This is an optimization exercise on Yosys and OpenROAD, whose aim is small area, a short achievable clock period and few clock cycles per item, not a production implementation.
In this exercise RTL edits were held to simulation tests only and were not proved equivalent to the original.
Power and IR drop assume default switching activity.

==> design/flow/design.v <==
`default_nettype none
package mmcs_pkg;
  localparam int DEF_FRAME_DEPTH = 64;
  localparam int SAMPLE_W        = 32;
  localparam int PIXEL_W         = 8;
  localparam int NUM_W           = SAMPLE_W + PIXEL_W;
  localparam int STEP_W          = $clog2(PIXEL_W);
  localparam int Q_MID           = 128;
  localparam logic MODE_PLAIN  = 1'b0;
  localparam logic MODE_INVERT = 1'b1;
  typedef enum logic [2:0] {
    S_LOAD,
    S_READ,
    S_DIFF,
    S_SCALE,
    S_DIV,
    S_FMT,
    S_OUT
  } state_t;
  typedef struct packed {
    logic take;         
    logic emit_start;   
    logic rd;           
    logic sub;          
    logic scale;        
    logic step;         
    logic fmt;          
    logic beat_done;    
  } cmd_t;
  typedef struct packed {
    logic last_elem;    
    logic div_done;     
  } sts_t;
endpackage
`default_nettype wire
`default_nettype none
module mmcs_ram #(
  parameter int WIDTH = 32,
  parameter int DEPTH = 64,
  localparam int AW = (DEPTH > 1) ? $clog2(DEPTH) : 1
) (
  input  wire logic             clk,
  input  wire logic             we,
  input  wire logic [AW-1:0]    waddr,
  input  wire logic [WIDTH-1:0] wdata,
  input  wire logic             re,
  input  wire logic [AW-1:0]    raddr,
  output logic      [WIDTH-1:0] rdata
);
  logic [WIDTH-1:0] mem [DEPTH];
  always_ff @(posedge clk) begin
    if (we) begin
      mem[waddr] <= wdata;
    end
    if (re) begin
      rdata <= mem[raddr];
    end
  end
endmodule
`default_nettype wire
`default_nettype none
module mmcs_ctrl
(
  input  wire logic clk,
  input  wire logic rst_n,
  input  wire logic in_tvalid,
  input  wire logic in_tlast,
  output logic      in_tready,
  output logic      out_tvalid,
  input  wire logic out_tready,
  output mmcs_pkg::cmd_t cmd,
  input  wire mmcs_pkg::sts_t sts
);
  mmcs_pkg::state_t state_r, state_nxt;
  always_ff @(posedge clk) begin
    if (!rst_n) begin
      state_r <= mmcs_pkg::S_LOAD;
    end else begin
      state_r <= state_nxt;
    end
  end
  always_comb begin
    state_nxt = state_r;
    unique case (state_r)
      mmcs_pkg::S_LOAD:  if (in_tvalid && in_tlast) state_nxt = mmcs_pkg::S_READ;
      mmcs_pkg::S_READ:  state_nxt = mmcs_pkg::S_DIFF;
      mmcs_pkg::S_DIFF:  state_nxt = mmcs_pkg::S_SCALE;
      mmcs_pkg::S_SCALE: state_nxt = mmcs_pkg::S_DIV;
      mmcs_pkg::S_DIV:   if (sts.div_done) state_nxt = mmcs_pkg::S_FMT;
      mmcs_pkg::S_FMT:   state_nxt = mmcs_pkg::S_OUT;
      mmcs_pkg::S_OUT: begin
        if (out_tready) state_nxt = sts.last_elem ? mmcs_pkg::S_LOAD : mmcs_pkg::S_READ;
      end
      default: state_nxt = mmcs_pkg::S_LOAD;
    endcase
  end
  always_comb begin
    in_tready      = (state_r == mmcs_pkg::S_LOAD);
    out_tvalid     = (state_r == mmcs_pkg::S_OUT);
    cmd            = '0;
    cmd.take       = (state_r == mmcs_pkg::S_LOAD) && in_tvalid;
    cmd.emit_start = (state_r == mmcs_pkg::S_LOAD) && in_tvalid && in_tlast;
    cmd.rd         = (state_r == mmcs_pkg::S_READ);
    cmd.sub        = (state_r == mmcs_pkg::S_DIFF);
    cmd.scale      = (state_r == mmcs_pkg::S_SCALE);
    cmd.step       = (state_r == mmcs_pkg::S_DIV);
    cmd.fmt        = (state_r == mmcs_pkg::S_FMT);
    cmd.beat_done  = (state_r == mmcs_pkg::S_OUT) && out_tready;
  end
endmodule
`default_nettype wire
`default_nettype none
module mmcs_dp
#(
  parameter int FRAME_DEPTH = mmcs_pkg::DEF_FRAME_DEPTH
) (
  input  wire logic                       clk,
  input  wire logic                       rst_n,
  input  wire mmcs_pkg::cmd_t cmd,
  output mmcs_pkg::sts_t sts,
  input  wire logic signed [mmcs_pkg::SAMPLE_W-1:0] in_tdata,
  input  wire logic                       cfg_wr_en,
  input  wire logic                       cfg_wr_data,
  output logic             [mmcs_pkg::PIXEL_W-1:0]  out_tdata,
  output logic                            out_tlast
);
  localparam int AW = (FRAME_DEPTH > 1) ? $clog2(FRAME_DEPTH) : 1;
  localparam int CW = $clog2(FRAME_DEPTH + 1);
  logic [CW-1:0]        count_r, idx_r;
  logic                 mode_r;
  logic [mmcs_pkg::SAMPLE_W-1:0]  min_r, max_r, span_r, diff_r;
  logic [mmcs_pkg::SAMPLE_W-1:0]  rd_data;
  logic [mmcs_pkg::NUM_W-1:0]     rem_r, trial;
  logic [mmcs_pkg::PIXEL_W-1:0]   q_r;
  logic [mmcs_pkg::STEP_W-1:0]    k_r;
  logic                 store;
  logic                 q_bit;
  logic [mmcs_pkg::PIXEL_W:0]     t_val;
  logic                 t_inc;
  logic [mmcs_pkg::PIXEL_W-1:0]   pix;
  assign store = cmd.take && (count_r < CW'(FRAME_DEPTH));
  mmcs_ram #(
    .WIDTH (mmcs_pkg::SAMPLE_W),
    .DEPTH (FRAME_DEPTH)
  ) u_ram (
    .clk   (clk),
    .we    (store),
    .waddr (count_r[AW-1:0]),
    .wdata (in_tdata),
    .re    (cmd.rd),
    .raddr (idx_r[AW-1:0]),
    .rdata (rd_data)
  );
  always_ff @(posedge clk) begin
    if (!rst_n) begin
      count_r <= '0;
      idx_r   <= '0;
      mode_r  <= mmcs_pkg::MODE_PLAIN;
      k_r     <= '0;
    end else begin
      if (cfg_wr_en) mode_r <= cfg_wr_data;
      if (store) count_r <= count_r + CW'(1);
      if (cmd.emit_start) idx_r <= '0;
      if (cmd.beat_done) begin
        if (sts.last_elem) begin
          count_r <= '0;
        end else begin
          idx_r <= idx_r + CW'(1);
        end
      end
      if (cmd.scale) k_r <= mmcs_pkg::STEP_W'(mmcs_pkg::PIXEL_W - 1);
      else if (cmd.step) k_r <= k_r - mmcs_pkg::STEP_W'(1);
    end
  end
  always_ff @(posedge clk) begin
    if (store) begin
      if (count_r == '0) begin
        min_r <= in_tdata;
        max_r <= in_tdata;
      end else begin
        if ($signed(in_tdata) < $signed(min_r)) min_r <= in_tdata;
        if ($signed(in_tdata) > $signed(max_r)) max_r <= in_tdata;
      end
    end
  end
  assign trial = rem_r - (mmcs_pkg::NUM_W'(span_r) << k_r);
  assign q_bit = (rem_r >= (mmcs_pkg::NUM_W'(span_r) << k_r));
  always_ff @(posedge clk) begin
    if (cmd.rd) span_r <= max_r - min_r;
    if (cmd.sub) diff_r <= rd_data - min_r;
    if (cmd.scale) begin
      rem_r <= {diff_r, {mmcs_pkg::PIXEL_W{1'b0}}} - mmcs_pkg::NUM_W'(diff_r);
      q_r   <= '0;
    end else if (cmd.step) begin
      if (q_bit) rem_r <= trial;
      q_r <= {q_r[mmcs_pkg::PIXEL_W-2:0], q_bit};
    end
  end
  assign t_inc = !q_r[mmcs_pkg::PIXEL_W-1] && (rem_r != '0);
  assign t_val = {1'b0, q_r} - (mmcs_pkg::PIXEL_W+1)'(mmcs_pkg::Q_MID) + (mmcs_pkg::PIXEL_W+1)'(t_inc);
  always_comb begin
    if (span_r == '0) begin
      pix = '0;
    end else if (mode_r == mmcs_pkg::MODE_INVERT) begin
      pix = ~t_val[mmcs_pkg::PIXEL_W-1:0];
    end else begin
      pix = q_r;
    end
  end
  always_ff @(posedge clk) begin
    if (cmd.fmt) begin
      out_tdata <= pix;
      out_tlast <= sts.last_elem;
    end
  end
  assign sts.last_elem = ((idx_r + CW'(1)) == count_r);
  assign sts.div_done  = (k_r == '0);
endmodule
`default_nettype wire
`default_nettype none
module min_max_contrast_stretch
#(
  parameter int FRAME_DEPTH = mmcs_pkg::DEF_FRAME_DEPTH
) (
  input  wire logic                       clk,
  input  wire logic                       rst_n,
  input  wire logic                       in_tvalid,
  output logic                            in_tready,
  input  wire logic signed [mmcs_pkg::SAMPLE_W-1:0] in_tdata,    
  input  wire logic                       in_tlast,    
  output logic                            out_tvalid,
  input  wire logic                       out_tready,
  output logic             [mmcs_pkg::PIXEL_W-1:0]  out_tdata,   
  output logic                            out_tlast,   
  input  wire logic                       cfg_wr_en,
  input  wire logic                       cfg_wr_data  
);
  mmcs_pkg::cmd_t cmd;
  mmcs_pkg::sts_t sts;
  mmcs_ctrl u_ctrl (
    .clk        (clk),
    .rst_n      (rst_n),
    .in_tvalid  (in_tvalid),
    .in_tlast   (in_tlast),
    .in_tready  (in_tready),
    .out_tvalid (out_tvalid),
    .out_tready (out_tready),
    .cmd        (cmd),
    .sts        (sts)
  );
  mmcs_dp #(
    .FRAME_DEPTH (FRAME_DEPTH)
  ) u_dp (
    .clk         (clk),
    .rst_n       (rst_n),
    .cmd         (cmd),
    .sts         (sts),
    .in_tdata    (in_tdata),
    .cfg_wr_en   (cfg_wr_en),
    .cfg_wr_data (cfg_wr_data),
    .out_tdata   (out_tdata),
    .out_tlast   (out_tlast)
  );
endmodule
`default_nettype wire
==> design/flow/run.sh <==
#!/bin/bash
# synth_recipe.tcl (not shown) runs the flow's synth.tcl, then flattens the netlist and writes it again
# the make line also repeats each setting of config.mk as NAME=value (left out here)
make -C /OpenROAD-flow-scripts/flow DESIGN_CONFIG=/design/flow/config.mk WORK_HOME=/design/flow/orfs CLKGATE_MAP_FILE= SYNTH_SCRIPT=/design/flow/synth_recipe.tcl finish
==> design/flow/config.mk <==
export PLATFORM = sky130hd
export DESIGN_NAME = min_max_contrast_stretch
export DESIGN_NICKNAME = min_max_contrast_stretch
export VERILOG_FILES = /design/flow/design.v
export SDC_FILE = /design/flow/constraint.sdc
export NUM_CORES = 4
export LEC_CHECK = 0
export CAP_MARGIN = 20
export CORE_MARGIN = 2
export CORE_UTILIZATION = 40
export SLEW_MARGIN = 20
==> design/flow/constraint.sdc <==
create_clock -name core_clock -period 6.0 [get_ports {clk}]
set_input_delay 1.2000 -clock core_clock [delete_from_list [all_inputs] [get_ports {clk}]]
set_output_delay 1.2000 -clock core_clock [all_outputs]
set_load 0.01 [all_outputs]
==> results.txt <==
[layer usage]
layer	vias to the layer above	track usage	routed length, µm
met3	414	0.0436	22000
li1	23300	-	-
met5	-	0	95
met2	2258	0.346	128000
met1	28000	0.301	112000
met4	14	0.0860	10900
[registers in the layout (all words and copies together), names as in the netlist, 8 cells and up]
signal and flops:
u_dp.diff_r 32, u_dp.out_tdata 8, u_dp.u_ram.rdata 32, u_dp.u_ram.mem 2048
u_dp.max_r 32, u_dp.min_r 32, u_dp.rem_r 40, u_dp.q_r 8
u_dp.span_r 32
[cell usage after synthesis (84+ instances only)]
cell | count | area share
o21ai_0 | 99 | 0.0052
o221ai_1 | 245 | 0.022
inv_1 | 139 | 0.0054
o22ai_1 | 128 | 0.0083
nor3_1 | 94 | 0.0049
clkbuf_1 | 174 | 0.0068
nand2_1 | 123 | 0.0048
edfxtp_1 | 2257 | 0.70
buf_2 | 84 | 0.0044
a21oi_1 | 328 | 0.017
mux4_2 | 292 | 0.068
mux2i_1 | 534 | 0.056
nor2_1 | 244 | 0.0095
xnor2_1 | 100 | 0.0091
ha_1 | 196 | 0.025
[cells by family after synthesis]
kind of cell | count (synthesis) | synth area share
flops | 2286 | 0.711
compound gates | 1066 | 0.0750
mux | 828 | 0.124
simple gates | 662 | 0.0325
buf+inv | 426 | 0.0182
fa+ha+maj | 199 | 0.0261
xor+xnor | 147 | 0.0134
[tightest hold or removal path: cells and delay by family, from the launching register on]
kind | cells | cell delay, ps
DFF | 1 | 330
muxes | 1 | 130
and+or+nand+nor | 1 | 50
[cell type report]
class	count	area, µm²
fillers	20500	131000
flip-flops and latches	2286	68400
multi-input cells	2902	26600
clock buffers	268	5940
well taps	3185	3990
repair buffers	237	2100
clock inverters	161	1590
inverters	141	539
diodes	8	20.0
[cell usage in the layout (no fill, tap or decap), types with 121 or more instances in the layout]
cell / n
mux4_2: 292
ha_1: 196
edfxtp_1: 2257
clkbuf_16: 230
inv_1: 139
o221ai_1: 245
o22ai_1: 128
a21oi_1: 327
nand2_1: 121
buf_4: 162
nor2_1: 178
mux2i_1: 534
[power groups by stage]
| stage | combinational, µW | sequential [µW] | clock [µW] |
|---|---|---|---|
| after floorplan | 2260 | 18400 | 0 |
| after global placement | 3470 | 18500 | 0 |
| after detailed placement | 3510 | 18500 | 0 |
| after CTS | 3530 | 18200 | 14500 |
| after global routing | 3910 | 18200 | 15100 |
| final | 3600 | 18200 | 14300 |
[through the flow]
stage                     hold WS [ps]  setup WS, ps   util  instance area, µm²  power, µW
after floorplan                    479           939      -               96200      20700
after global placement             528           950  0.423              101000      22000
after detailed placement           540          1000  0.424              102000      22100
after CTS                          555           944  0.455              109000      36200
after global routing               577           655  0.455              109000      37300
final                              552          1030  0.455              109000      36100
[worst max-delay path by stage]
| stage | from | end | slack [ps] | depth (start not counted) |
|---|---|---|---|---|
| after floorplan | u_dp.k_r[0] | u_dp.rem_r[0] | 940 | 16 |
| after global placement | u_dp.k_r[0] | u_dp.rem_r[0] | 950 | 15 |
| after detailed placement | u_dp.k_r[1] | u_dp.rem_r[3] | 1000 | 13 |
| after CTS | u_dp.k_r[1] | u_dp.rem_r[3] | 940 | 13 |
| after global routing | u_dp.k_r[0] | u_dp.rem_r[5] | 650 | 15 |
| final | u_dp.k_r[1] | u_dp.rem_r[1] | 1030 | 13 |
==> results.txt <==
- Status: no timing/DRC/antenna violations
- Hold Path End: u_dp.q_r[7]
- Psw: 8810 µW
- TritonCTS Buffers: 230
- Internal power: 27300 µW
- Pin count of the biggest net entering global routing: 99
- Placer Congestion: 0.913
- Kind of critical path: reg -> reg
- Number of remaining DRC errors: 0
- Unrepaired setup endpoints after global routing: false
- Final min period: 4970 ps
- CP top delay family: compound AO/OA/AOI/OAI gates
- Part of the power in registers: 0.505
- R2r setup slk: 1030 ps
- Final Cycle Share: 0.829
- Synth Register Bits: 2286
- Fmax: 0.201 GHz
- Clk pwr share: 0.396
- Layout Nets: 6036
- Worst EP required: 6450 ps
- VDD IR max: 401 µV
- Kind of end point of the critical path: register
- Sw Share: 0.244
- P_leak: 0.0339 µW
- PortBufs: 49
- Sequential fraction of the synthesis area: 0.711
- Hold Violations, Final: 0
- Non-filler cells, final: 9188
- Core area: 0.240 mm²
- Post-synth top flop: edfxtp_1
- Htree depth: 4
- RR Startpoint: u_dp.k_r[1]
- Synth Instances: 5614
- Starting density of the core: 0.401
- Rows: 180
- IO Count: 50
- Critical path fanouts, max: 43
- Combinational power share: 0.100
- Wire length per cell: 29.7 µm
- Global-route wire length before repair: 386000 µm
- Clock skew: 78.4 ps
- Starting DRT DRC Count: 6190
- Crit path cell chain: mux4_2 > mux2i_1 > ha_1 > nand2_4 > or4_4 > o221ai_4 > a41oi_4 > o21bai_2 > a31oi_2 > nor2_1 > o41a_1 > or2_1 > buf_4
- Initial antenna violation count: 27
- R2R Path End: u_dp.rem_r[1]
- Setup TNS: 0 ps
- CTS max path bufs: 3
- CP bufs+invs: 1
- Pwr/cell area: 331 mW/mm²
- Post-CTS Setup Inserts: 0
- Startpoint Class: register
- Yosys warning total: 3
- Hold Buf Count CTS: 0
- Die area: 0.244 mm²
- Post-synth ARST share: 0
- Worst min path class: reg -> reg
- Worst skew pair latency: 890 ps
- Synthesized area per cell: 17.1 µm²
- EDFF count, synth: 2257
- Max-Cap Viols: 0
- Hold path start: u_dp.q_r[7]
- Clock transition at path regs: 60 ps
- Final setup violation count: 0
- Total Routing Usage GR: 0.220
- Yosys cell types: 84
- Root Buffer Master: clkbuf_16
- Vias: 53900
- Max_slew headroom: 0.155
- DRT antenna net count: 0
- Critical path's slowest cell: dfxtp_2
- Placed cells: 8750
- Worst reg2reg path depth: 13
- Largest stage delay, worst path: 970 ps
- Hpwl dp: 172000 µm
- Post_cts resized: 0
- Grt ovf: 0
- Vias per cell: 5.87
- Cell Area, Synth: 0.0962 mm²
- Hold path depth: 2
- Worst path arrival time: 5420 ps
- Vias in the first global route: 52400
- WL final: 273000 µm
- Share of cells above drive strength 1: 0.164
- P&R area growth vs syn: 13.5%
- CTS Sinks: 2286
- CTS tree: built
- Pre-Repair DR Iteration Count: 5
- Slew @ Worst Pin: 1260 ps
- Post-Synthesis Net Count: 5852
- Die height: 494 µm
- Slew Viols, Final: 0
- Die Wd: 494 µm
Testbench counts, summed over its fixed seeds: cycles 64,036, items 4,574.

-- re-timing with driven ports --
The flow's constraints put no driver on any port. The routed layout listed below was extracted and timed again, unchanged, in two steps.
Step 1 (the two cells are an assumption about what drives the block):
set clk [get_ports {clk}]
set_driving_cell -lib_cell sky130_fd_sc_hd__clkbuf_16 $clk
set_driving_cell -lib_cell sky130_fd_sc_hd__buf_2 [delete_from_list [all_inputs] $clk]
Step 2 also shifts input and output timing later by t, the mid clock arrival at the registers, as if the neighbouring blocks saw the same clock.
a / b / c = ideal ports / drivers / drivers and shift; a / b = the first two.
t, ns: 0.947
setup slack, ns: 1.026 / 1.026 / 1.026
cell pins on the clock port's net: 1
After both steps setup and hold are still met in this run. The setup slack of this run moves by 0.000 ns with the drivers and by 0.000 ns with both steps.
